This is an optimization exercise on Yosys and OpenROAD, whose aim is small area, not a production implementation.
RTL that was checked went through simulation tests only; none was proved equivalent to the original.
For runs 6 and 7, only the layout was checked, not whether the RTL still works.
Power and IR drop assume default switching activity.

==> design/flow/design.v <==
package discardPkg;
  localparam int CHANNEL_COUNT = 4;
  localparam int CHANNEL_BITS = 2;
  localparam int WORD_BITS = 32;
  localparam int LENGTH_BITS = 8;
  localparam int RESERVED_BITS = WORD_BITS - CHANNEL_BITS - LENGTH_BITS;
  localparam int CREDIT_BITS = 7;
  localparam logic [CREDIT_BITS-1:0] CREDIT_MAX = 7'd64;
  localparam int COUNTER_BITS = 32;
  localparam int STAT_ADDR_BITS = 3;
  localparam logic STAT_KIND_PASSED = 1'b0;
  localparam logic STAT_KIND_DROPPED = 1'b1;
  typedef union packed {
    logic [WORD_BITS-1:0] raw;
    struct packed {
      logic [CHANNEL_BITS-1:0]  channel;
      logic [RESERVED_BITS-1:0] reserved;
      logic [LENGTH_BITS-1:0]   length;
    } header;
  } frameWord;
endpackage
`timescale 1ns/1ps
module discardStat (
  input  logic                                  CLK,
  input  logic                                  reset,
  input  logic [discardPkg::WORD_BITS-1:0]       inData,
  input  logic                                  inValid,
  input  logic                                  inSof,
  input  logic                                  inEof,
  input  logic [discardPkg::CHANNEL_COUNT-1:0]  creditReturn,
  output logic                                  outValid,
  output logic [discardPkg::CHANNEL_BITS-1:0]   outChannel,
  output logic [discardPkg::WORD_BITS-1:0]       outData,
  output logic                                  outSof,
  output logic                                  outEof,
  input  logic                                  statRead,
  input  logic [discardPkg::STAT_ADDR_BITS-1:0] statAddr,
  output logic                                  statValid,
  output logic [discardPkg::COUNTER_BITS-1:0]   statData,
  input  logic                                  statWrite,
  input  logic [discardPkg::COUNTER_BITS-1:0]   statWriteData
);
  localparam int NCH = discardPkg::CHANNEL_COUNT;
  localparam int CB  = discardPkg::CREDIT_BITS;
  localparam int NCNT = 2 * NCH;
  logic [NCH-1:0][CB-1:0] credit;
  logic [NCH-1:0][CB-1:0] creditAvail;
  logic [CB-1:0] selCredit;
  logic [CB+1:0] creditDiff;
  logic          inFits;
  logic          inHeader;
  assign inHeader = inValid && inSof;
  logic [NCH-1:0][CB:0] availCarry;
  always_comb begin
    for (int c = 0; c < NCH; c++) begin
      availCarry[c][0] = creditReturn[c];
      for (int i = 0; i < CB; i++) begin
        creditAvail[c][i]  = credit[c][i] ^ availCarry[c][i];
        availCarry[c][i+1] = credit[c][i] & availCarry[c][i];
      end
    end
  end
  assign selCredit = creditAvail[inData[31:30]];
  logic [CB+1:0] diffBorrow;
  always_comb begin
    diffBorrow[0] = 1'b0;
    for (int i = 0; i <= CB; i++) begin
      if (i < CB) begin
        creditDiff[i]   = selCredit[i] ^ inData[i] ^ diffBorrow[i];
        diffBorrow[i+1] = (!selCredit[i] & (inData[i] | diffBorrow[i]))
                        | (inData[i] & diffBorrow[i]);
      end else begin
        creditDiff[i]   = inData[i] ^ diffBorrow[i];
        diffBorrow[i+1] = inData[i] | diffBorrow[i];
      end
    end
    creditDiff[CB+1] = diffBorrow[CB+1];
  end
  assign inFits = !creditDiff[CB+1];
  logic [CB-1:0] creditLoad;
  assign creditLoad = reset ? discardPkg::CREDIT_MAX : creditDiff[CB-1:0];
  always_ff @(posedge CLK) begin
    for (int c = 0; c < NCH; c++) begin
      if (reset || (inHeader && inFits && inData[31:30] == c)) begin
        credit[c] <= creditLoad;
      end else begin
        credit[c] <= creditAvail[c];
      end
    end
  end
  logic [31:0] d1;
  logic        sof1, eof1, v1;
  logic [NCNT-1:0] count1;
  logic        keepCur;
  logic        pass1;
  logic        hdr1;
  logic        fwd1;
  always_ff @(posedge CLK) begin
    d1    <= inData;
    sof1  <= inSof;
    eof1  <= inEof;
    v1    <= inValid && !reset;
    for (int k = 0; k < NCNT; k++) begin
      count1[k] <= !reset && inHeader && inData[31:30] == k[2:1] && inFits == !k[0];
    end
  end
  assign pass1 = count1[0] || count1[2] || count1[4] || count1[6];
  assign hdr1  = |count1;
  assign fwd1  = pass1 || (v1 && !sof1 && keepCur);
  always_ff @(posedge CLK) begin
    if (reset) begin
      keepCur <= 1'b0;
    end else if (hdr1) begin
      keepCur <= pass1;
    end
  end
  logic [31:0] d2;
  logic        sof2, eof2, v2;
  logic [1:0]  lastChannel;
  always_ff @(posedge CLK) begin
    d2     <= d1;
    sof2   <= sof1;
    eof2   <= eof1;
    v2     <= fwd1 && !reset;
    outData <= d2;
    outSof  <= sof2;
    outEof  <= eof2;
    outValid <= v2 && !reset;
    if (outValid && outSof) begin
      lastChannel <= outData[31:30];
    end
  end
  assign outChannel = outSof ? outData[31:30] : lastChannel;
  logic [NCNT-1:0][31:0] counter;
  logic [NCNT-1:0]       countInc;
  logic [NCNT-1:0]       countLoad;
  logic [31:0]           loadValue;
  assign loadValue = reset ? 32'd0 : statWriteData;
  always_comb begin
    for (int k = 0; k < NCNT; k++) begin
      countInc[k]  = count1[k];
      countLoad[k] = reset || (statWrite && statAddr == k[2:0]);
    end
  end
  logic [NCNT-1:0][31:0] countOnes;
  always_comb begin
    for (int k = 0; k < NCNT; k++) begin
      for (int i = 0; i < 32; i++) begin
        if (i == 0) begin
          countOnes[k][i] = 1'b1;
        end else if (i == 11) begin
          countOnes[k][i] = &counter[k][10:0];
        end else if (i == 22) begin
          countOnes[k][i] = &counter[k][21:0];
        end else begin
          countOnes[k][i] = countOnes[k][i-1] & counter[k][i-1];
        end
      end
    end
  end
  always_ff @(posedge CLK) begin
    for (int k = 0; k < NCNT; k++) begin
      if (countLoad[k]) begin
        counter[k] <= loadValue;
      end else begin
        counter[k] <= counter[k] ^ (countOnes[k] & {32{countInc[k]}});
      end
    end
  end
  logic [31:0] readValue;
  always_comb begin
    readValue = '0;
    for (int k = 0; k < NCNT; k++) begin
      readValue = readValue | (counter[k] & {32{statAddr == k[2:0]}});
    end
  end
  always_ff @(posedge CLK) begin
    statValid <= statRead && !reset;
    statData  <= readValue;
  end
endmodule
==> design/flow/flow/run.sh <==
#!/bin/bash
# The standard layout with two changes:
#  - synthesis is the standard synthesis, except that ABC maps the logic
#    with flow/abc_area.script (area-oriented mapping) instead of ORFS's
#    speed script; registers, their names and cell types are unchanged;
#  - every input and output port gets the smallest buffer (buf_1) instead of
#    the one buffer_ports picks by default.
# Each tool's output goes to the ORFS logs under orfs/logs; make's own output
# goes to standard_flow.log here.
set -euo pipefail
here=$(pwd)
export BUFFER_PORTS_ARGS="-buffer_cell sky130_fd_sc_hd__buf_1"
{
  head -n 1 synth_recipe.tcl
  cat <<TCL
proc abc {args} {
  set i [lsearch -exact \$args -script]
  if { \$i >= 0 } { lset args [expr { \$i + 1 }] $here/flow/abc_area.script }
  yosys abc {*}\$args
}
TCL
  tail -n +2 synth_recipe.tcl
} > area_synth.tcl
sed "s#SYNTH_SCRIPT=[^ ]*#SYNTH_SCRIPT=$here/area_synth.tcl#" standard.sh > area_standard.sh
grep -q "SYNTH_SCRIPT=$here/area_synth.tcl" area_standard.sh
bash area_standard.sh > standard_flow.log 2>&1
==> design/flow/flow/abc_area.script <==
strash
&get -n
&fraig -x
&put
scorr
dc2
strash
dc2
&get -n
&b
&dch -f
&nf -R 1000 -a -p
&put
==> design/flow/standard.sh <==
#!/bin/bash
# synth_recipe.tcl (not shown) runs the flow's synth.tcl, then flattens the netlist and writes it again
# the make line also repeats each setting of config.mk as NAME=value (left out here)
make -C /OpenROAD-flow-scripts/flow DESIGN_CONFIG=/design/flow/config.mk WORK_HOME=/design/flow/orfs CLKGATE_MAP_FILE= SYNTH_SCRIPT=/design/flow/synth_recipe.tcl "${@:-finish}"
==> design/flow/config.mk <==
export PLATFORM = sky130hd
export DESIGN_NAME = discardStat
export DESIGN_NICKNAME = discardStat
export VERILOG_FILES = /design/flow/design.v
export SDC_FILE = /design/flow/constraint.sdc
export NUM_CORES = 4
export LEC_CHECK = 0
export CAP_MARGIN = 20
export CORE_MARGIN = 2
export CORE_UTILIZATION = 40
export CTS_BUF_LIST = sky130_fd_sc_hd__clkbuf_16
export CTS_CLUSTER_DIAMETER = 100
export CTS_CLUSTER_SIZE = 25
export GPL_TIMING_DRIVEN = 0
export SLEW_MARGIN = 20
==> design/flow/constraint.sdc <==
create_clock -name core_clock -period 5.0 [get_ports {CLK}]
set_input_delay 1.0000 -clock core_clock [delete_from_list [all_inputs] [get_ports {CLK}]]
set_output_delay 1.0000 -clock core_clock [all_outputs]
set_load 0.01 [all_outputs]
==> results of run 1 <==
## metal layers
metal | wire length [microns] | vias to the layer above
met5 | 46 | -
met4 | 1040 | 6
met1 | 20900 | 6703
met3 | 3560 | 73
met2 | 21800 | 500
li1 | - | 6505
## registers in the layout, indices dropped and copies added (netlist names), 2 cells and up
name         count
counter        256
d1              32
d2              32
outData         32
statData        32
credit          28
count1           8
lastChannel      2
## metrics by stage
step | utilization [%] | setup slack, ns | power (mW) | instance area [sq um] | cells
after floorplan | - | 0.0288 | 3.92 | 15900 | 1528
after global placement | 44.0 | -4.28 | 4.10 | 17100 | 2193
after detailed placement | 45.3 | -0.780 | 4.15 | 17600 | 2216
after CTS | 46.9 | 0.00674 | 6.01 | 18200 | 2239
after global routing | 47.5 | -0.00272 | 6.19 | 18400 | 2254
final | 47.5 | 0.213 | 5.95 | 18400 | 2254
## cell type report
class / instances / area (sq um) / share of cell area (%)
clock buffer: 21 / 526 / 2.85
inverter: 3 / 11.3 / 0.0611
multi-input combinational: 1092 / 7400 / 40.2
tap: 518 / 648 / 3.52
clock inverter: 2 / 23.8 / 0.129
timing repair buffer: 185 / 1110 / 6.04
sequential: 433 / 8700 / 47.2
## cell families (layout without fill, tap and decap cells)
| kind of cell | after synthesis | count (layout) | share of synthesized area [%] |
|---|---|---|---|
| AO/OA/AOI/OAI | 688 | 688 | 28.2 |
| buffers and inverters | 3 | 211 | 0.0713 |
| multiplexers | 2 | 2 | 0.143 |
| flip-flops | 433 | 433 | 55.0 |
| adder cells (fa/ha/maj) | 39 | 39 | 3.37 |
| AND/OR/NAND/NOR | 337 | 337 | 11.8 |
| XOR/XNOR | 26 | 26 | 1.44 |
## path summary, 6_finish.rpt
| kind | endpoint | slack, ns | start |
|---|---|---|---|
| hold / removal | outData[3]$_DFF_P_ | 0.31 | d2[3]$_DFF_P_ |
| hold reg to reg | outData[3]$_DFF_P_ | 0.31 | d2[3]$_DFF_P_ |
| setup reg to reg | counter[63]$_DFF_P_ | 0.21 | count1[1]$_DFF_P_ |
| setup / recovery | counter[63]$_DFF_P_ | 0.21 | count1[1]$_DFF_P_ |
## power by group through the flow
stage          registers, mW  clock network, mW  logic (mW)
6_report                3.62               1.87       0.462
4_1_cts                 3.62               1.94       0.456
3_3_place_gp            3.69                  0       0.406
3_5_place_dp            3.70                  0       0.454
2_1_floorplan           3.69                  0       0.226
5_1_grt                 3.64               2.05       0.504
## layout by cell type, fill, tap and decap left out, drive strengths merged, types with 2 or more instances in the layout
master	count
dfxtp	431
o21ai	202
buf	184
a21oi	183
o32ai	117
and3	91
a22oi	53
nor2	52
a222oi	48
o22ai	44
nand2	42
nand2b	42
and2	41
ha	33
nand3	26
a22o	24
clkbuf	22
nand4	16
xnor2	14
xor2	12
nor2b	9
fa	6
o22a	5
o221ai	5
nor3	5
a31oi	4
and4	4
clkinv	3
nor3b	3
and3b	3
mux2	2
edfxtp	2
inv	2
## timing repair
action	4_1_cts	5_1_grt
pin swaps	0	5
gates resized for setup	65	81
endpoints found under the setup margin	55	57
setup buffers	0	15
hold buffers	0	0
==> out/metrics.csv, run 1 <==
metric,value,unit
maxSlewViolCount,0,
syn_area_per_cell,10.3,sq um
ioPinCount,148,
path_clk_slew,0.10,ns
firstDrtPassIters,8,
synthFlopType,dfxtp_1,
drive_gt1_share,11.5,%
async_flop_share,0,%
fmax,209,MHz
drtAntennaViolNets,0,
comb_power_share,7.8,%
hp-class,flop to flop,
vdd_drop_max,356,uV
startpoint_type,flop,
clkPwrFrac,31.4,%
antenna_found_initial,3,
grt_overflow,0,
die_width,203,microns
yosysSeqAreaShare,55.0,%
busiest_layer,met2,
grt_start_max_net_pins,47,
route.detailed.drc,0,
fin_worst_skew,0.0245,ns
num_vias,13787,
grt_pass1_wl,73700,microns
slowest_stage,dfxtp_2,
gp_congestion,0.801,
clockBufferDepth,3,
post-route-period-util,95.7,%
synth_area,15800,sq um
arrival,5.21,ns
hpwl,32500,microns
power_density,323,nW/um^2
syn_inst,1528,
n_antenna_cell,0,
core_area,38800,sq um
path_common_cell,and3_1,
io_buffers,147,
clock_latency,0.56,ns
fill_cells,3695,
worst_pin_slew,0.906,ns
worstSetupPathDepth,21,
htree_num_levels,1,
ys_top_cells_by_area,"dfxtp_1 55%, o32ai_1 6.5%, o21ai_0 6.4%",
outcome,finished clean,
drt_iter0_markers,1627,
maxCapViolCount,0,
synth_top_area_cell,dfxtp_1,
worstPathMaxFanout,5,
track_usage,22.4,%
crit_family,simple AND/OR/NAND/NOR gates,
max_stage_delay,0.35,ns
cts.sink_count,433,
worst_slew_margin_rel,39.6,%
crit_required,5.42,ns
hold_path_depth,0,
switching_share,24.5,%
power_switching,1.46,mW
cts_tree,built,
mappedNetlistNets,1645,
num_rows,72,
intPower,4.49,mW
clock-root-buffer,clkbuf_16,
setup-tns-final,0,ns
synth_edf_count,2,
period_needed,4.79,ns
hold_slack,0.311,ns
start_util,40.7,%
grt_use_met3,3.29,%
viasPerCell,6.12,
ys_ff_latch,433,
seqPwrFrac,60.8,%
synth_common_cells,"431 x dfxtp_1, 202 x o21ai_0, 183 x a21oi_1",
use_met2,36.2,%
fp.dieArea,41100,sq um
dieHeight,203,microns
wl,47400,microns
grt_pass1_vias,12813,
nets,1853,
numCtsBuffers,21,
synth_top_area_share,54.6,%
worst-path-buf-inv,0,
setup_viol,0,
path_cells,"and4_4, and3_2, and3_1, and2_2, and3_2, and3_2, and3_1, and2_4, and3_1, and2_2, and3_1, and2_4, and3_1, and2_2, and3_1, and2_4, and3_1, and2_1, nand2_1, xor2_1, o22ai_1",
p_leak,6.63,nW
rr_worst_depth,21,
critPathKind,flop to flop,
endpoint_kind,flop,
hold_viol_final,0,
yosys_warnings,1,
area_delta_synth_final,16.7,%
synth_most_common_cell,dfxtp_1,
met1_usage,31.2,%
yosys.cell_types.count,36,
wl_per_cell,21.0,microns
==> run 2: changes to the inputs <==
==> design/flow/flow/abc_area.script (replaced) <==
strash
&get -n
&fraig -x
&put
scorr
dc2
strash
&get -n
&b
&dch -f
&nf -R 1000 -a
&put
==> run 2 against run 1 <==
Against the previous run: clock skew decreased by 0.0046 ns; design area shrank 0.46%; synthesized cell count shrank 0.13%; sequential share of layout area grew 0.14 points; wire length down 0.56%; cell count down 0.35%; highest routed layer unchanged; core utilization fell by 0.22 points; sequential cell count is the same; still clean on timing, DRC and antenna.
==> out/metrics.csv, run 2 <==
metric,value,unit
clockBufferDepth,3,
critPathKind,primary input to flop,
fin_worst_skew,0.0199,ns
ioPinCount,148,
clkPwrFrac,31.5,%
worstPathMaxFanout,7,
arrival,5.30,ns
power_density,325,nW/um^2
hp-class,flop to flop,
synthFlopType,dfxtp_1,
grt_start_max_net_pins,39,
instances_no_fill,2246,
io_buffers,147,
firstDrtPassIters,5,
drt_iter0_markers,1485,
largest-register,counter,
wl_per_cell,21.0,microns
cts.sink_count,433,
endpoint_kind,flop,
worst_slew_margin_rel,36.5,%
final_cell_mix,"429 x dfxtp_1, 187 x o21ai_0, 171 x a21oi_1",
gp_congestion,0.820,
yosys_warnings,1,
numCtsBuffers,21,
largest_reg_flops,256,
period_needed,4.85,ns
nets,1844,
slowest_stage,fa_1,
grt_pass1_vias,13160,
cts_tree,built,
hpwl,32300,microns
drtAntennaViolNets,0,
crit_required,5.45,ns
rsz0062_at_grt,yes,
ys_ff_latch,433,
synth_top_area_share,54.5,%
core_area,38800,sq um
die_width,203,microns
path_cells,"buf_1, ha_1, and3_1, a221o_1, a21oi_1, ha_1, fa_1, fa_2, fa_2, fa_2, fa_2, fa_1, nor2_4, nand3_4, buf_4, nor2_4, nor2_2, a22o_1",
max_stage_delay,0.44,ns
syn_area_per_cell,10.4,sq um
htree_num_levels,1,
num_vias,13870,
start_util,40.8,%
area_delta_synth_final,15.8,%
post-route-period-util,97.0,%
track_usage,22.3,%
yosys.cell_types.count,36,
synth_most_common_cell,dfxtp_1,
viasPerCell,6.18,
grt_pass1_wl,73600,microns
hold_viol_final,0,
path_clk_slew,0.10,ns
fp.dieArea,41200,sq um
seqPwrFrac,60.7,%
mappedNetlistNets,1643,
synth_edf_count,2,
num_rows,72,
clock-root-buffer,clkbuf_16,
setup-tns-final,0,ns
wl,47100,microns
grt_overflow,0,
drive_gt1_share,9.90,%
outcome,finished clean,
fmax,206,MHz
maxCapViolCount,0,
route.detailed.drc,0,
clock_latency,0.56,ns
yosysSeqAreaShare,54.8,%
comb_power_share,7.8,%
dpl.cell_count,2214,
hold_slack,0.322,ns
synth_top_area_cell,dfxtp_1,
ys_top_cells_by_area,"dfxtp_1 54%, o32ai_1 6.7%, o21ai_0 5.9%",
vdd_drop_max,263,uV
dieHeight,203,microns
maxSlewViolCount,0,
final_common_cell,dfxtp_1,
async_flop_share,0,%
synth_area,15800,sq um
switching_share,24.7,%
path_common_cell,fa_2,
synth_common_cells,"431 x dfxtp_1, 187 x o21ai_0, 171 x a21oi_1",
power_switching,1.47,mW
n_antenna_cell,0,
worst_pin_slew,0.952,ns
intPower,4.49,mW
setup_viol,0,
antenna_found_initial,3,
syn_inst,1526,
startpoint_type,primary input,
p_leak,6.53,nW
run 2: metrics by stage:
step	area [sq um]	worst slack, ns	power [mW]	util [%]
after floorplan	15900	0.00708	3.92	-
after global placement	17100	-4.77	4.10	44.1
after detailed placement	17600	-0.752	4.15	45.3
after CTS	18200	0.00378	6.01	46.9
after global routing	18300	-0.0218	6.18	47.3
final	18300	0.148	5.96	47.3
run 2: power by group through the flow:
stage          Combinational, mW  Sequential [mW]  Clock (mW)
4_1_cts                    0.456             3.62        1.94
3_3_place_gp               0.409             3.70           0
2_1_floorplan              0.228             3.69           0
3_5_place_dp               0.453             3.70           0
6_report                   0.462             3.62        1.88
5_1_grt                    0.503             3.63        2.04
run 2: layout make-up:
| cell class | count | area [sq um] |
|---|---|---|
| fill | 3647 | 20500 |
| sequential | 433 | 8690 |
| multi-input combinational | 1086 | 7390 |
| timing repair buffer | 178 | 1030 |
| tap | 518 | 648 |
| clock buffer | 21 | 526 |
| clock inverter | 3 | 28.8 |
| inverter | 7 | 26.3 |
run 2: what timing repair did:
action | in CTS | in global routing
hold buffers | 0 | 0
setup buffers | 0 | 8
endpoints found under the hold margin | 0 | 0
pin swaps | 0 | 5
resized for setup | 37 | 70
endpoints found under the setup margin | 45 | 59
run 2: path summary, 6_finish.rpt:
path	cells past startpoint	to	from	slack (ns)
setup / recovery	18	credit[0]$_DFF_P_	creditReturn[3]	0.15
hold / removal	0	outData[3]$_DFF_P_	d2[3]$_DFF_P_	0.32
setup reg to reg	20	counter[63]$_DFF_P_	counter[33]$_DFF_P_	0.21
hold reg to reg	0	outData[3]$_DFF_P_	d2[3]$_DFF_P_	0.32
run 2: cell families after synthesis:
group,Yosys count,share of synthesized area [%]
xor gates and xnor gates,35,1.94
buffers and inverters,7,0.166
AOI/OAI and AO/OA,670,27.7
muxes,2,0.142
adders and majority gates,39,3.36
and+or+nand+nor,340,11.8
DFF,433,54.8
run 2: per-layer routing:
metal,GRT usage [%],part of all wire [%],wire length [microns]
met1,30.8,45,21300
met2,36.1,46,21500
met3,3.47,6.7,3160
met4,6.44,2.4,1110
met5,0,0.079,37
run 2: worst max-delay path: cells and delay by family:
family | cells | cell delay [ns]
and+or+nand+nor | 5 | 0.65
adders and majority gates | 8 | 2.91
buffers and inverters | 2 | 0.31
AOI/OAI and AO/OA | 3 | 0.43
==> run 3: changes to the inputs <==
--- a/design/flow/config.mk
+++ b/design/flow/config.mk
@@ -12,4 +12,5 @@
 export CTS_CLUSTER_DIAMETER = 100
 export CTS_CLUSTER_SIZE = 25
 export GPL_TIMING_DRIVEN = 0
+export PLACE_DENSITY = 0.8
 export SLEW_MARGIN = 20
==> run 3 against run 2 <==
Against the previous run: still clean on timing, DRC and antenna; sequential cell count stayed put; cell count is 0.36% lower; hold slack better by 0.0071 ns; die area stayed put; total power is 1.6% higher; critical path type is now flop to flop.
==> out/metrics.csv, run 3 <==
metric,value,unit
outcome,finished clean,
htree_num_levels,1,
seqPwrFrac,59.8,%
dpl.cell_count,2210,
hold_viol_final,0,
clockBufferDepth,3,
viasPerCell,6.34,
worst_slew_margin_rel,33.9,%
wl_per_cell,20.5,microns
power_switching,1.49,mW
arrival,5.21,ns
n_antenna_cell,0,
grt_pass1_vias,13230,
area_delta_synth_final,15.3,%
clkPwrFrac,32.7,%
hp-class,flop to flop,
instances_no_fill,2238,
path_cells,"and3_1, and3_1, and3_1, and3_2, and3_2, and4_1, and2_2, and3_2, and3_1, and2_2, and3_2, and3_2, and3_2, and3_1, and2_1, and3_1, nand2_1, xor2_1, o22ai_1",
setup-tns-final,0,ns
worst-path-buf-inv,0,
synth_common_cells,"431 x dfxtp_1, 187 x o21ai_0, 171 x a21oi_1",
ys_top_cells_by_area,"dfxtp_1 54%, o32ai_1 6.7%, o21ai_0 5.9%",
crit_family,simple AND/OR/NAND/NOR gates,
ys_ff_latch,433,
grt_pass1_wl,71300,microns
period_needed,4.79,ns
num_rows,72,
start_util,40.8,%
max_stage_delay,0.38,ns
switching_share,24.6,%
gp_congestion,0.877,
synth_edf_count,2,
drtAntennaViolNets,0,
antenna_found_initial,2,
drive_gt1_share,9.07,%
largest-register,counter,
core_area,38800,sq um
fp.dieArea,41200,sq um
setup_ws,0.206,ns
slowest_stage,dfxtp_1,
startpoint_type,flop,
path_clk_slew,0.10,ns
maxSlewViolCount,0,
final_cell_mix,"428 x dfxtp_1, 187 x o21ai_0, 171 x a21oi_1",
dp_slack,-0.609,ns
num_vias,14191,
firstDrtPassIters,8,
track_usage,21.4,%
cts_setup_buffers,0,
nets,1833,
power,6.06,mW
synth_most_common_cell,dfxtp_1,
wl,45900,microns
route.detailed.drc,0,
largest_reg_flops,256,
io_buffers,147,
fmax,209,MHz
syn_area_per_cell,10.4,sq um
dieHeight,203,microns
synth_top_area_cell,dfxtp_1,
final_common_cell,dfxtp_1,
clock_latency,0.57,ns
vdd_drop_max,275,uV
p_leak,6.48,nW
fin_worst_skew,0.0418,ns
maxCapViolCount,0,
die_width,203,microns
hpwl,30900,microns
ctsHoldBuffers,0,
cts_tree,built,
syn_inst,1526,
endpoint_kind,flop,
yosysSeqAreaShare,54.8,%
cts.sink_count,433,
worstPathMaxFanout,6,
clock-root-buffer,clkbuf_16,
ioPinCount,148,
grt_overflow,0,
crit_required,5.42,ns
final_core_util,47.1,%
comb_power_share,7.5,%
yosys_warnings,1,
worst_pin_slew,0.991,ns
mappedNetlistNets,1643,
synthFlopType,dfxtp_1,
async_flop_share,0,%
power_density,332,nW/um^2
intPower,4.57,mW
drt_iter0_markers,1743,
grt_start_max_net_pins,40,
yosys.cell_types.count,36,
synth_area,15800,sq um
critPathKind,flop to flop,
synth_top_area_share,54.5,%
setup_viol,0,
post-route-period-util,95.9,%
numCtsBuffers,22,
## run 3: cell families after synthesis
kind of cell / count (synthesis) / share of synthesized area [%]
mux: 2 / 0.142
xor+xnor: 35 / 1.94
fa+ha+maj: 39 / 3.36
flops: 433 / 54.8
compound gates: 670 / 27.7
simple gates: 340 / 11.8
buf+inv: 7 / 0.166
## run 3: worst paths after layout
check | start | end | slack (ns) | depth (start not counted)
setup / recovery | counter[161]$_DFF_P_ | counter[191]$_DFF_P_ | 0.21 | 19
hold / removal | d1[7]$_DFF_P_ | d2[7]$_DFF_P_ | 0.33 | 0
setup reg to reg | counter[161]$_DFF_P_ | counter[191]$_DFF_P_ | 0.21 | 19
hold reg to reg | d1[7]$_DFF_P_ | d2[7]$_DFF_P_ | 0.33 | 0
## run 3: what timing repair did
action,in CTS,in global routing
endpoints found under the hold margin,0,0
endpoints found under the setup margin,40,57
gates resized for setup,25,75
## run 3: power groups by stage
stage	clock (mW)	combinational, mW	sequential (mW)
floorplan	0	0.228	3.69
global placement	0	0.399	3.69
detailed placement	0	0.445	3.70
CTS	2.02	0.446	3.62
global route	2.13	0.492	3.63
finish	1.98	0.456	3.62
## run 3: final cells by class
cell class	count	area, sq um
timing repair buffer	166	906
inverter	7	26.3
fill	3552	20600
tap	518	648
clock inverter	5	51.3
sequential	433	8690
clock buffer	23	576
multi-input combinational	1086	7370
## run 3: through the flow
step	instance area, sq um	hold WS [ns]
detailed placement	17500	0.312
global route	18300	0.338
floorplan	15900	0.310
global placement	17100	0.310
finish	18300	0.329
CTS	18200	0.331
## run 3: routing by layer
| metal | share of wire (%) | up-vias | GRT usage (%) |
|---|---|---|---|
| met1 | 41 | 6785 | 29.0 |
| met4 | 3.3 | 4 | 7.59 |
| li1 | - | 6462 | - |
| met5 | 0.070 | - | 0 |
| met3 | 10 | 133 | 4.04 |
| met2 | 45 | 807 | 34.0 |
==> run 4: changes to the inputs <==
==> design/flow/config.mk (replaced) <==
export PLATFORM = sky130hd
export DESIGN_NAME = discardStat
export DESIGN_NICKNAME = discardStat
export VERILOG_FILES = /design/flow/design.v
export SDC_FILE = /design/flow/constraint.sdc
export NUM_CORES = 4
export LEC_CHECK = 0
export CAP_MARGIN = 10
export CORE_MARGIN = 2
export CORE_UTILIZATION = 40
export CTS_BUF_LIST = sky130_fd_sc_hd__clkbuf_16
export CTS_CLUSTER_DIAMETER = 100
export CTS_CLUSTER_SIZE = 25
export GPL_TIMING_DRIVEN = 0
export SLEW_MARGIN = 10
==> run 4 against run 3 <==
Against the previous run: non-clock buffer count increased by 5; fmax shrank 0.76%; wire length increased by 2.8%; critical path depth is 2 lower; clock power down 6%; sequential share of layout area grew 0.074 points; critical path type is now primary input to flop; largest cell class unchanged; largest power group unchanged.
==> out/metrics.csv, run 4 <==
metric,value,unit
outcome,finished clean,
ctsHoldBuffers,0,
wl,47200,microns
setup_viol,0,
route.detailed.drc,0,
mappedNetlistNets,1643,
ys_top_cells_by_area,"dfxtp_1 54%, o32ai_1 6.7%, o21ai_0 5.9%",
fp.dieArea,41200,sq um
io_buffers,147,
critPathKind,primary input to flop,
grt_start_max_net_pins,39,
synth_area,15800,sq um
clock-root-buffer,clkbuf_16,
start_util,40.8,%
die_width,203,microns
largest_reg_flops,256,
grt_overflow,0,
final_core_util,47.0,%
setup_ws,0.169,ns
grt_pass1_wl,72500,microns
core_area,38800,sq um
clock_latency,0.55,ns
worst_slew_margin_rel,16.8,%
syn_area_per_cell,10.4,sq um
arrival,5.27,ns
vdd_drop_max,238,uV
path_clk_slew,0.10,ns
nets,1837,
dieHeight,203,microns
fill_cells,3642,
dpl.cell_count,2209,
startpoint_type,primary input,
yosysSeqAreaShare,54.8,%
yosys.cell_types.count,36,
clockBufferDepth,3,
period_needed,4.83,ns
hold_viol_final,0,
largest-register,counter,
drive_gt1_share,9.08,%
fmax,207,MHz
maxSlewViolCount,0,
endpoint_kind,flop,
async_flop_share,0,%
numCtsBuffers,21,
dp_slack,-0.764,ns
firstDrtPassIters,7,
final_cell_mix,"431 x dfxtp_1, 187 x o21ai_0, 171 x a21oi_1",
synth_most_common_cell,dfxtp_1,
viasPerCell,6.17,
wl_per_cell,21.1,microns
synth_top_area_cell,dfxtp_1,
n_antenna_cell,0,
maxCapViolCount,0,
num_rows,72,
multiInputGateArea,7390,sq um
p_leak,6.47,nW
cts_tree,built,
worstPathMaxFanout,7,
cts.sink_count,433,
htree_num_levels,1,
track_usage,22.1,%
drt_iter0_markers,1234,
antenna_found_initial,3,
instances_no_fill,2237,
ys_ff_latch,433,
hp-class,flop to flop,
ioPinCount,148,
synth_common_cells,"431 x dfxtp_1, 187 x o21ai_0, 171 x a21oi_1",
fin_worst_skew,0.0211,ns
yosys_warnings,1,
hpwl,31600,microns
gp_congestion,0.820,
area_delta_synth_final,15.1,%
num_vias,13810,
post-route-period-util,96.6,%
crit_required,5.44,ns
power_density,325,nW/um^2
grt_pass1_vias,12910,
synth_edf_count,2,
synth_top_area_share,54.5,%
rsz0062_at_grt,no,
syn_inst,1526,
worst_pin_slew,1.25,ns
synthFlopType,dfxtp_1,
final_common_cell,dfxtp_1,
ff_latch_area,8690,sq um
drtAntennaViolNets,0,
## run 4: timing repair
action                     CTS  global route
gates resized for setup     38            65
gates cloned                 0             0
setup endpoints to repair   44            56
buffers inserted             0             6
pin swaps                    0             4
## run 4: worst paths after layout
path,from,to,slack (ns),cells after the start
worst max-delay path,creditReturn[3],credit[7]$_DFF_P_,0.17,17
worst min-delay path,d2[31]$_DFF_P_,outData[31]$_DFF_P_,0.31,0
worst max register to register,counter[33]$_DFF_P_,counter[63]$_DFF_P_,0.22,20
worst min register to register,d2[31]$_DFF_P_,outData[31]$_DFF_P_,0.31,0
## run 4: layer usage
metal | routed length, microns | track usage [%]
met4 | 1240 | 6.31
met3 | 3650 | 3.47
met5 | 43 | 0
met1 | 20900 | 30.7
met2 | 21400 | 35.6
## run 4: layout make-up
class                      instances  area share [%]
tap                              518            3.55
clock buffer                      21            2.88
clock inverter                     1           0.110
timing repair buffer             171            5.13
multi-input combinational       1086            40.5
inverter                           7           0.144
sequential                       433            47.6
## run 4: cell families after synthesis
logic type                 count (synthesis)  share of synthesized area, %
AOI/OAI and AO/OA                        670                          27.7
xor gates and xnor gates                  35                          1.94
adders and majority gates                 39                          3.36
buffers and inverters                      7                         0.166
DFF                                      433                          54.8
muxes                                      2                         0.142
and+or+nand+nor                          340                          11.8
## run 4: report_power, final
group	total, mW	switching [mW]	internal (mW)
Combinational	0.456	0.300	0.156
Sequential	3.62	0.0608	3.56
Clock	1.86	1.09	0.767
Total	5.93	1.45	4.48
## run 4: worst max-delay path, stage by stage
cell     delay [ns]
buf_1          0.10
ha_1           0.30
and3_1         0.15
a221o_1        0.11
a21oi_1        0.05
ha_1           0.20
fa_1           0.44
fa_2           0.41
fa_2           0.38
fa_2           0.37
fa_2           0.37
fa_1           0.44
nor2_4         0.15
nand3_4        0.19
nor2_4         0.23
nor2_1         0.17
a22o_1         0.21
## run 4: per-stage QoR
step | TNS (ns) | hold WS [ns] | cell area, sq um | total power [mW]
after floorplan | 0 | 0.310 | 15900 | 3.92
after global placement | -612.15 | 0.310 | 17100 | 4.10
after detailed placement | -25.42 | 0.312 | 17500 | 4.15
after CTS | 0 | 0.315 | 18100 | 5.99
after global routing | 0 | 0.316 | 18200 | 6.16
final | 0 | 0.313 | 18200 | 5.93
==> run 5: changes to the inputs <==
--- a/design/flow/config.mk
+++ b/design/flow/config.mk
@@ -5,11 +5,11 @@
 export SDC_FILE = /design/flow/constraint.sdc
 export NUM_CORES = 4
 export LEC_CHECK = 0
-export CAP_MARGIN = 10
+export CAP_MARGIN = 0
 export CORE_MARGIN = 2
 export CORE_UTILIZATION = 40
 export CTS_BUF_LIST = sky130_fd_sc_hd__clkbuf_16
 export CTS_CLUSTER_DIAMETER = 100
 export CTS_CLUSTER_SIZE = 25
 export GPL_TIMING_DRIVEN = 0
-export SLEW_MARGIN = 10
+export SLEW_MARGIN = 0
==> run 5 against run 4 <==
Against the previous run: critical endpoint is now counter[63]$_DFF_P_; register-to-register slack worse by 0.05 ns; sequential cell count stayed put; fmax about the same; still clean; synthesized cell count stayed put; die area stayed put; count of clock-buffer cells in the layout unchanged; synthesized area did not move; core utilization decreased by 0.34 points; total power is 0.13% lower; wire length up 0.24%.
==> out/metrics.csv, run 5 <==
metric,value,unit
dpl.cell_count,2202,
drive_gt1_share,9.33,%
synth_top_family_by_area,compound AO/OA/AOI/OAI gates,
numCtsBuffers,21,
endpoint_kind,flop,
yosys.cell_types.count,36,
synth_most_common_cell,dfxtp_1,
p_leak,6.40,nW
synthFlopType,dfxtp_1,
grt_overflow,0,
syn_inst,1526,
start_util,40.8,%
period_needed,4.83,ns
firstDrtPassIters,5,
largest_reg_flops,256,
async_flop_share,0,%
cts.sink_count,433,
fin_worst_skew,0.0199,ns
ctsHoldBuffers,0,
core_area,38800,sq um
dr.max_layer_used,met5,
hold_path_depth,0,
wl_per_cell,21.2,microns
synth_area,15800,sq um
nets,1832,
setup_viol,0,
worst_slew_margin_rel,6.09,%
area_delta_synth_final,14.3,%
clock-root-buffer,clkbuf_16,
vdd_drop_max,265,uV
synth_compound_area_share,27.7,%
syn_area_per_cell,10.4,sq um
ioPinCount,148,
instances_no_fill,2232,
maxSlewViolCount,0,
final_core_util,46.6,%
worstReg2RegStart,counter[33]$_DFF_P_,
wl_met1,21100,microns
gp_congestion,0.820,
worstPathMaxFanout,5,
die_width,203,microns
synth_top_area_cell,dfxtp_1,
critPathKind,flop to flop,
wl_met3,3450,microns
worst_pin_slew,1.41,ns
dp_slack,-0.762,ns
largest-register,counter,
path_clk_slew,0.10,ns
synthAdderAreaFrac,3.36,%
fp.dieArea,41200,sq um
arrival,5.22,ns
holdPathEnd,outData[3]$_DFF_P_,
grt_start_max_net_pins,39,
cts_tree,built,
maxCapViolCount,0,
ys_top_cells_by_area,"dfxtp_1 54%, o32ai_1 6.7%, o21ai_0 5.9%",
synthMuxAreaShare,0.142,%
outcome,finished clean,
synth_edf_count,2,
crit_required,5.39,ns
yosysSeqAreaShare,54.8,%
r2r_slack,0.17,ns
path_cells,"and3_2, and3_1, and2_2, and3_2, and3_2, and3_2, and3_4, and2_2, and3_2, and3_4, and3_4, and3_1, and2_2, and3_2, and3_2, and3_1, and2_4, nand2_1, xor2_1, o22ai_1",
synthSimpleGateAreaFrac,11.8,%
max_stage_delay,0.35,ns
fill_cells,3672,
drt_iter0_markers,1283,
yosys_warnings,1,
critPathLaunch,counter[33]$_DFF_P_,
hp-class,flop to flop,
wl,47300,microns
synth_xor_xnor_area_share,1.94,%
htree_num_levels,1,
antenna_found_initial,2,
hold_viol_final,0,
fmax,207,MHz
synth_common_cells,"431 x dfxtp_1, 187 x o21ai_0, 171 x a21oi_1",
startpoint_type,flop,
rr_worst_depth,20,
slowest_stage,dfxtp_1,
n_antenna_cell,0,
num_rows,72,
final_common_cell,dfxtp_1,
drtAntennaViolNets,0,
route.detailed.drc,0,
clockBufferDepth,3,
num_vias,13770,
timing.rr.end,counter[63]$_DFF_P_,
power_density,327,nW/um^2
dieHeight,203,microns
mappedNetlistNets,1643,
path_common_cell,and3_2,
hpwl,30800,microns
setup_ws,0.171,ns
io_buffers,147,
final_cell_mix,"430 x dfxtp_1, 187 x o21ai_0, 171 x a21oi_1",
clock_latency,0.56,ns
grt_pass1_vias,13031,
track_usage,22.3,%
synth_top_area_share,54.5,%
ys_ff_latch,433,
post-route-period-util,96.6,%
grt_pass1_wl,73600,microns
wl_met2,21700,microns
hold_start,d2[3]$_DFF_P_,
viasPerCell,6.17,
[run 5: cell type report]
cell class	count	area, sq um	area share (%)
sequential	433	8690	48.0
multi-input combinational	1086	7400	40.9
timing repair buffer	166	792	4.37
tap	518	648	3.58
clock buffer	21	526	2.90
inverter	7	26.3	0.145
clock inverter	1	20.0	0.111
[run 5: where the power goes]
| group | internal (mW) | switching (mW) |
|---|---|---|
| registers | 3.56 | 0.0613 |
| logic | 0.144 | 0.296 |
| clock network | 0.767 | 1.10 |
| total | 4.47 | 1.46 |
[run 5: how the worst max path moves through the flow]
stage	to	slack, ns	cells after the start
3_3_place_gp	counter[26]$_DFF_P_	-4.77	7
3_5_place_dp	credit[0]$_DFF_P_	-0.76	14
6_report	counter[63]$_DFF_P_	0.17	20
4_1_cts	counter[159]$_DFF_P_	0.006	19
2_1_floorplan	counter[16]$_DFF_P_	0.007	6
5_1_grt	counter[63]$_DFF_P_	-0.004	20
[run 5: layer usage]
metal | global-route usage (%) | vias up
met1 | 30.9 | 6706
met2 | 36.5 | 549
met4 | 6.26 | 4
li1 | - | 6440
met5 | 0 | -
met3 | 3.23 | 71
[run 5: critical path, delay by kind of cell, from the launching register on]
kind,cells,cell delay (ns)
xor+xnor,1,0.15
simple gates,18,4.06
compound gates,1,0.10
flops,1,0.35
[run 5: per-stage QoR]
stage	power, mW	instance area, sq um	TNS [ns]	hold slack (ns)
after floorplan	3.92	15900	0	0.310
after global placement	4.10	17100	-612.15	0.310
after detailed placement	4.13	17300	-26.16	0.312
after CTS	5.99	17900	0	0.319
after global routing	6.17	18100	-0.00366	0.323
final	5.93	18100	0	0.320
[run 5: cell families (layout without fill, tap and decap cells)]
logic type | Yosys count | count (layout)
AOI/OAI and AO/OA | 670 | 670
xor gates and xnor gates | 35 | 35
adders and majority gates | 39 | 39
buffers and inverters | 7 | 195
DFF | 433 | 433
muxes | 2 | 2
and+or+nand+nor | 340 | 340
[run 5: repair_timing]
item                                    in CTS  in global routing
gates resized for setup                     43                 72
endpoints found under the hold margin        0                  0
pin swaps                                    0                  6
endpoints found under the setup margin      47                 58
setup buffers                                0                  8
==> run 6: changes to the inputs <==
--- a/design/flow/design.v
+++ b/design/flow/design.v
@@ -90,6 +90,8 @@
   end
   logic [31:0] d1;
   logic        sof1, eof1, v1;
+  logic [NCH-1:0]  header1;
+  logic            fits1;
   logic [NCNT-1:0] count1;
   logic        keepCur;
   logic        pass1;
@@ -100,12 +102,18 @@
     sof1  <= inSof;
     eof1  <= inEof;
     v1    <= inValid && !reset;
-    for (int k = 0; k < NCNT; k++) begin
-      count1[k] <= !reset && inHeader && inData[31:30] == k[2:1] && inFits == !k[0];
+    fits1 <= inFits;
+    for (int c = 0; c < NCH; c++) begin
+      header1[c] <= !reset && inHeader && inData[31:30] == c;
     end
   end
-  assign pass1 = count1[0] || count1[2] || count1[4] || count1[6];
-  assign hdr1  = |count1;
+  always_comb begin
+    for (int k = 0; k < NCNT; k++) begin
+      count1[k] = header1[k/2] && fits1 == !k[0];
+    end
+  end
+  assign hdr1  = |header1;
+  assign pass1 = hdr1 && fits1;
   assign fwd1  = pass1 || (v1 && !sof1 && keepCur);
   always_ff @(posedge CLK) begin
     if (reset) begin
--- a/design/flow/config.mk
+++ b/design/flow/config.mk
@@ -5,11 +5,11 @@
 export SDC_FILE = /design/flow/constraint.sdc
 export NUM_CORES = 4
 export LEC_CHECK = 0
-export CAP_MARGIN = 0
+export CAP_MARGIN = 20
 export CORE_MARGIN = 2
 export CORE_UTILIZATION = 40
 export CTS_BUF_LIST = sky130_fd_sc_hd__clkbuf_16
 export CTS_CLUSTER_DIAMETER = 100
 export CTS_CLUSTER_SIZE = 25
 export GPL_TIMING_DRIVEN = 0
-export SLEW_MARGIN = 0
+export SLEW_MARGIN = 20
==> run 6 against run 5 <==
Against the previous run: total power increased by 0.17%; clock power about the same; worst setup slack improved by 0.034 ns; first-iteration DRC count decreased by 14%; hold slack got worse by 0.0046 ns.
==> out/metrics.csv, run 6 <==
metric,value,unit
antenna_found_initial,3,
htree_num_levels,1,
finalInstanceArea,18600,sq um
io_buffers,147,
slowest_stage,fa_1,
clock-root-buffer,clkbuf_16,
p_leak,6.51,nW
dpl.cell_count,2220,
ys_ff_latch,430,
dieHeight,203,microns
synth_common_cells,"428 x dfxtp_1, 191 x o21ai_0, 175 x a21oi_1",
crit_required,5.43,ns
drive_gt1_share,12.6,%
worstReg2RegStart,fits1$_DFF_P_,
num_vias,13624,
period_needed,4.80,ns
path_common_cell,fa_2,
num_rows,72,
hold_viol_final,0,
maxSlewViolCount,0,
die_width,203,microns
fp.dieArea,41100,sq um
drt_iter0_markers,1102,
rsz0062_at_grt,yes,
synth_edf_count,2,
largest_reg_flops,256,
final_core_util,47.8,%
hold_start,d2[3]$_DFF_P_,
worst_pin_slew,1.12,ns
grt_pass1_vias,12878,
synthFlopType,dfxtp_1,
syn_inst,1534,
endpoint_kind,flop,
core_area,38800,sq um
place_area,17600,sq um
synth_top_area_share,54.2,%
comb_power_share,8.0,%
grt_pass1_wl,72200,microns
outcome,finished clean,
final_common_cell,dfxtp_1,
syn_area_per_cell,10.3,sq um
mappedNetlistNets,1651,
fill_cells,3634,
largest-register,counter,
power_density,320,nW/um^2
clockBufferDepth,3,
final_cell_mix,"427 x dfxtp_1, 190 x o21ai_0, 175 x a21oi_1",
worstPathMaxFanout,9,
hold_path_depth,0,
hp-class,flop to flop,
cts.sink_count,430,
synth_top_area_cell,dfxtp_1,
nets,1849,
async_flop_share,0,%
hpwl,32300,microns
power_switching,1.46,mW
seqPwrFrac,60.7,%
grt_overflow,0,
wl_per_cell,20.9,microns
track_usage,22.0,%
clock_latency,0.55,ns
power,5.94,mW
clkPwrFrac,31.4,%
vdd_drop_max,293,uV
rr_worst_depth,20,
critPathLaunch,inData[30],
post-route-period-util,95.9,%
ioPinCount,148,
instances_no_fill,2253,
fmax,209,MHz
arrival,5.23,ns
fin_worst_skew,0.0326,ns
numCtsBuffers,21,
gp_congestion,0.795,
synth_most_common_cell,dfxtp_1,
drtAntennaViolNets,0,
area_delta_synth_final,17.3,%
yosys_warnings,1,
start_util,40.7,%
max_stage_delay,0.45,ns
yosys.cell_types.count,36,
route.detailed.drc,0,
viasPerCell,6.05,
worst_slew_margin_rel,25.1,%
grt_start_max_net_pins,38,
path_cells,"buf_1, or2_1, o221ai_1, fa_1, fa_2, fa_2, fa_2, fa_2, fa_1, nor2_4, nand3_4, nor2_4, nor2_2, a22o_1",
cts_tree,built,
critPathKind,primary input to flop,
startpoint_type,primary input,
synth_area,15800,sq um
yosysSeqAreaShare,54.6,%
firstDrtPassIters,9,
wl,47100,microns
ys_top_cells_by_area,"dfxtp_1 54%, o32ai_1 6.8%, o21ai_0 6.0%",
intPower,4.48,mW
path_clk_slew,0.10,ns
switching_share,24.6,%
maxCapViolCount,0,
setup_viol,0,
run 6: cell count changes after synthesis, sizes merged, moves of 5 or more:
cell,before,now
and2,31,48
a22oi,54,43
and3,91,83
nor2,55,62
nand2,47,41
a31oi,13,8
and4,13,8
nor2b,6,11
run 6: metrics by stage:
| stage | setup slack, ns | hold WS, ns | setup TNS, ns |
|---|---|---|---|
| floorplan | 0.0135 | 0.310 | 0 |
| global placement | -4.75 | 0.310 | -613.48 |
| detailed placement | -0.976 | 0.312 | -39.91 |
| CTS | 0.000648 | 0.309 | 0 |
| global route | -0.0268 | 0.311 | -0.0411 |
| finish | 0.205 | 0.316 | 0 |
run 6: what timing repair did:
item / CTS / global route
setup endpoints to repair: 70 / 55
resized for setup: 110 / 88
setup buffers: 1 / 6
pin swaps: 2 / 7
hold buffers: 0 / 0
run 6: cells by family (layout without fill, tap and decap cells):
| family | after synthesis | after routing | synth area share [%] |
|---|---|---|---|
| xor gates and xnor gates | 32 | 32 | 1.77 |
| DFF | 430 | 430 | 54.6 |
| other | 0 | 2 | 0 |
| muxes | 2 | 2 | 0.142 |
| and+or+nand+nor | 350 | 350 | 12.2 |
| adders and majority gates | 39 | 39 | 3.37 |
| buffers and inverters | 10 | 209 | 0.237 |
| AOI/OAI and AO/OA | 671 | 671 | 27.8 |
run 6: critical path: cells and delay by family:
family                   cells  cell delay (ns)
adder cells (fa/ha/maj)      6             2.43
AO/OA/AOI/OAI                2             0.50
buffers and inverters        1             0.24
AND/OR/NAND/NOR              5             1.06
run 6: final cells by class:
cell class / instances / area [sq um] / area share [%]
multi-input cells: 1094 / 7670 / 41.3
diodes: 2 / 5.00 / 0.0270
clock inverters: 3 / 32.5 / 0.175
inverters: 10 / 37.5 / 0.202
repair buffers: 175 / 1010 / 5.44
clock buffers: 21 / 526 / 2.83
well taps: 518 / 648 / 3.49
flip-flops and latches: 430 / 8630 / 46.5
run 6: final timing paths:
path	to	slack (ns)
worst max-delay path	credit[4]$_DFF_P_	0.20
worst min-delay path	outData[3]$_DFF_P_	0.32
worst max register to register	counter[255]$_DFF_P_	0.21
worst min register to register	outData[3]$_DFF_P_	0.32
run 6: power by group through the flow:
stage	combinational [mW]	sequential (mW)	clock [mW]
floorplan	0.236	3.67	0
global route	0.513	3.62	2.04
CTS	0.464	3.60	1.92
detailed placement	0.460	3.68	0
global placement	0.417	3.68	0
finish	0.472	3.60	1.86
run 6: routing by layer:
metal | global-route usage [%] | vias to the layer above | wire length [microns] | share of wire (%)
met2 | 38.0 | 466 | 23000 | 49
met1 | 28.3 | 6572 | 19700 | 42
li1 | - | 6497 | - | -
met3 | 3.37 | 87 | 3150 | 6.7
met4 | 7.01 | 2 | 1180 | 2.5
met5 | 0 | - | 11 | 0.023
==> run 7: changes to the inputs <==
--- a/design/flow/config.mk
+++ b/design/flow/config.mk
@@ -12,4 +12,5 @@
 export CTS_CLUSTER_DIAMETER = 100
 export CTS_CLUSTER_SIZE = 25
 export GPL_TIMING_DRIVEN = 0
+export PLACE_DENSITY = 0.8
 export SLEW_MARGIN = 20
==> run 7 against run 6 <==
Against the previous run: still clean; cell count fell by 0.13%; design area fell by 0.60%; sequential share of layout area rose by 0.29 points; largest cell class unchanged.
==> out/metrics.csv, run 7 <==
metric,value,unit
outcome,finished clean,
path_common_cell,fa_2,
syn_inst,1534,
htree_num_levels,1,
hold_viol_final,0,
cts.sink_count,430,
power_switching,1.51,mW
critPathLaunch,inData[30],
synth_most_common_cell,dfxtp_1,
firstDrtPassIters,10,
clockBufferDepth,3,
synth_edf_count,2,
final_common_cell,dfxtp_1,
core_area,38800,sq um
arrival,5.27,ns
p_leak,6.48,nW
yosys.cell_types.count,36,
async_flop_share,0,%
io_buffers,147,
rsz0062_at_grt,yes,
period_needed,4.84,ns
die_width,203,microns
clock-root-buffer,clkbuf_16,
dieHeight,203,microns
seqPwrFrac,59.5,%
power,6.06,mW
max_stage_delay,0.44,ns
synthMuxAreaShare,0.142,%
worstPathMaxFanout,9,
path_clk_slew,0.10,ns
post-route-period-util,96.8,%
fp.dieArea,41100,sq um
maxCapViolCount,0,
cts_tree,built,
place_area,17400,sq um
fin_worst_skew,0.0278,ns
fill_cells,3592,
grt_pass1_wl,71000,microns
track_usage,21.3,%
gp_congestion,0.820,
crit_required,5.43,ns
start_util,40.7,%
path_cells,"buf_1, nand2b_4, o21ai_1, a221oi_1, ha_1, fa_1, fa_2, fa_2, fa_2, fa_2, fa_1, nor2_4, nand3_4, nor2_4, nor2_1, a22o_1",
wl,46000,microns
endpoint_kind,flop,
synth_area,15800,sq um
largest-register,counter,
finalInstanceArea,18400,sq um
final_core_util,47.5,%
worst_slew_margin_rel,30.0,%
switching_share,24.9,%
vdd_drop_max,331,uV
drt_iter0_markers,1576,
setup_viol,0,
drive_gt1_share,11.7,%
synthFlopType,dfxtp_1,
area_delta_synth_final,16.6,%
numCtsBuffers,22,
grt_start_max_net_pins,46,
grt_overflow,0,
nets,1843,
crit_family,adder cells,
num_rows,72,
worst_pin_slew,1.05,ns
viasPerCell,6.25,
syn_area_per_cell,10.3,sq um
ys_ff_latch,430,
startpoint_type,primary input,
synthAdderAreaFrac,3.37,%
yosysSeqAreaShare,54.6,%
synth_top_area_cell,dfxtp_1,
comb_power_share,7.6,%
worst-path-buf-inv,1,
grt_pass1_vias,13566,
yosys_warnings,1,
largest_reg_flops,256,
clock_latency,0.56,ns
synth_common_cells,"428 x dfxtp_1, 191 x o21ai_0, 175 x a21oi_1",
synth_xor_xnor_area_share,1.77,%
worstReg2RegStart,fits1$_DFF_P_,
synthSimpleGateAreaFrac,12.2,%
ys_top_cells_by_area,"dfxtp_1 54%, o32ai_1 6.8%, o21ai_0 6.0%",
num_vias,14073,
fmax,207,MHz
mappedNetlistNets,1651,
clkPwrFrac,32.8,%
hpwl,30800,microns
drtAntennaViolNets,0,
synth_top_family_by_area,compound AO/OA/AOI/OAI gates,
final_cell_mix,"425 x dfxtp_1, 190 x o21ai_0, 175 x a21oi_1",
hold_slack,0.321,ns
antenna_found_initial,3,
hp-class,flop to flop,
ctsHoldBuffers,0,
maxSlewViolCount,0,
intPower,4.55,mW
hold_start,d2[13]$_DFF_P_,
route.detailed.drc,0,
synth_compound_area_share,27.8,%
critPathKind,primary input to flop,
ioPinCount,148,
synth_top_area_share,54.2,%
slowest_stage,fa_1,
power_density,328,nW/um^2
wl_per_cell,20.4,microns
[run 7: timing repair]
item	in CTS	in global routing
resized for setup	90	90
pin swaps	1	4
buffers inserted	1	3
setup endpoints to repair	68	58
[run 7: path summary, 6_finish.rpt]
path / end / depth (start not counted) / slack, ns
setup / recovery: credit[26]$_DFF_P_ / 16 / 0.16
hold / removal: outData[13]$_DFF_P_ / 0 / 0.32
setup reg to reg: counter[63]$_DFF_P_ / 22 / 0.16
hold reg to reg: outData[13]$_DFF_P_ / 0 / 0.32
[run 7: logic make-up after synthesis]
group,Yosys count
xor+xnor,32
buf+inv,10
fa+ha+maj,39
mux,2
simple gates,350
flops,430
compound gates,671
[run 7: metal layers]
metal,GRT usage (%),share of wire [%]
met1,27.3,41
met3,5.18,9.9
met4,8.45,3.9
met2,34.5,45
met5,0,0.057
[run 7: layout make-up]
cell class | instances | area [sq um] | share of cell area (%)
antenna | 1 | 2.50 | 0.0136
clock buffer | 23 | 576 | 3.12
clock inverter | 6 | 56.3 | 0.305
inverter | 10 | 37.5 | 0.203
multi-input combinational | 1094 | 7620 | 41.3
sequential | 430 | 8630 | 46.8
tap | 518 | 648 | 3.51
timing repair buffer | 168 | 876 | 4.75
[run 7: metrics by stage]
stage	cells	TNS (ns)	setup WS, ns
3_5_place_dp	2216	-37.06	-0.925
4_1_cts	2246	0	0.00166
5_1_grt	2249	-0.174	-0.0702
3_3_place_gp	2199	-423.08	-3.96
2_1_floorplan	1534	0	0.0135
6_report	2250	0	0.160
[run 7: worst register-to-register path: stages, from the launching register on]
cell,delay (ns)
dfxtp_4,0.38
clkbuf_2,0.18
nor2b_2,0.18
nand3_2,0.13
nor2_2,0.17
and2_4,0.18
and3_2,0.24
and3_4,0.22
and3_1,0.21
and2_2,0.21
and3_4,0.23
and3_2,0.24
and3_2,0.24
and3_1,0.21
and2_2,0.21
and3_4,0.24
and3_2,0.24
and3_4,0.23
and3_2,0.26
and3_4,0.22
nand2_1,0.07
xor2_1,0.14
o22ai_1,0.09
[run 7: power groups by stage]
stage	clock network [mW]	logic (mW)	registers (mW)
after floorplan	0	0.236	3.67
after global placement	0	0.399	3.67
after detailed placement	0	0.442	3.68
after CTS	2.03	0.447	3.60
after global routing	2.14	0.497	3.62
final	1.99	0.462	3.61

-- separate check: timing with driven ports --
In the flow no input, the clock included, has a driving cell. The finished layouts below were timed again as built, in two steps. Step 1: set_driving_cell puts a clkbuf_16 on CLK and a buf_2 on each other input, an assumption about the parent block. Step 2 also shifts input and output timing later by t, the mid clock arrival at the registers, as if the neighbouring blocks saw the same clock. a / b / c = no drivers / after step 1 / after step 2; a / b = the first two.
run | shift t [ns] | slack for setup (ns) | hold WS [ns] | latest minus earliest clock arrival (ns) | worst data-port slew with drivers (ns)
run 1 | 0.595 | 0.213 / 0.213 / -0.349 | 0.311 / 0.311 / 0.311 | 0.027 / 0.028 | 0.08
run 2 | 0.607 | 0.148 / 0.181 / -0.426 | 0.322 / 0.322 / 0.322 | 0.021 / 0.020 | 0.07
run 3 | 0.598 | 0.206 / 0.206 / -0.369 | 0.329 / 0.329 / 0.329 | 0.043 / 0.042 | 0.07
run 4 | 0.589 | 0.169 / 0.199 / -0.390 | 0.313 / 0.313 / 0.313 | 0.031 / 0.030 | 0.07
run 5 | 0.597 | 0.171 / 0.171 / -0.359 | 0.320 / 0.320 / 0.320 | 0.023 / 0.023 | 0.07
run 6 | 0.582 | 0.205 / 0.210 / -0.360 | 0.316 / 0.316 / 0.316 | 0.039 / 0.038 | 0.07
run 7 | 0.599 | 0.160 / 0.162 / -0.412 | 0.321 / 0.321 / 0.321 | 0.040 / 0.040 | 0.08
With both steps, setup timing fails in every run listed, where it was met with ideal ports. For run 3, which loses most, drivers alone change the setup slack by 0.000 ns; drivers and shift together by -0.575 ns.
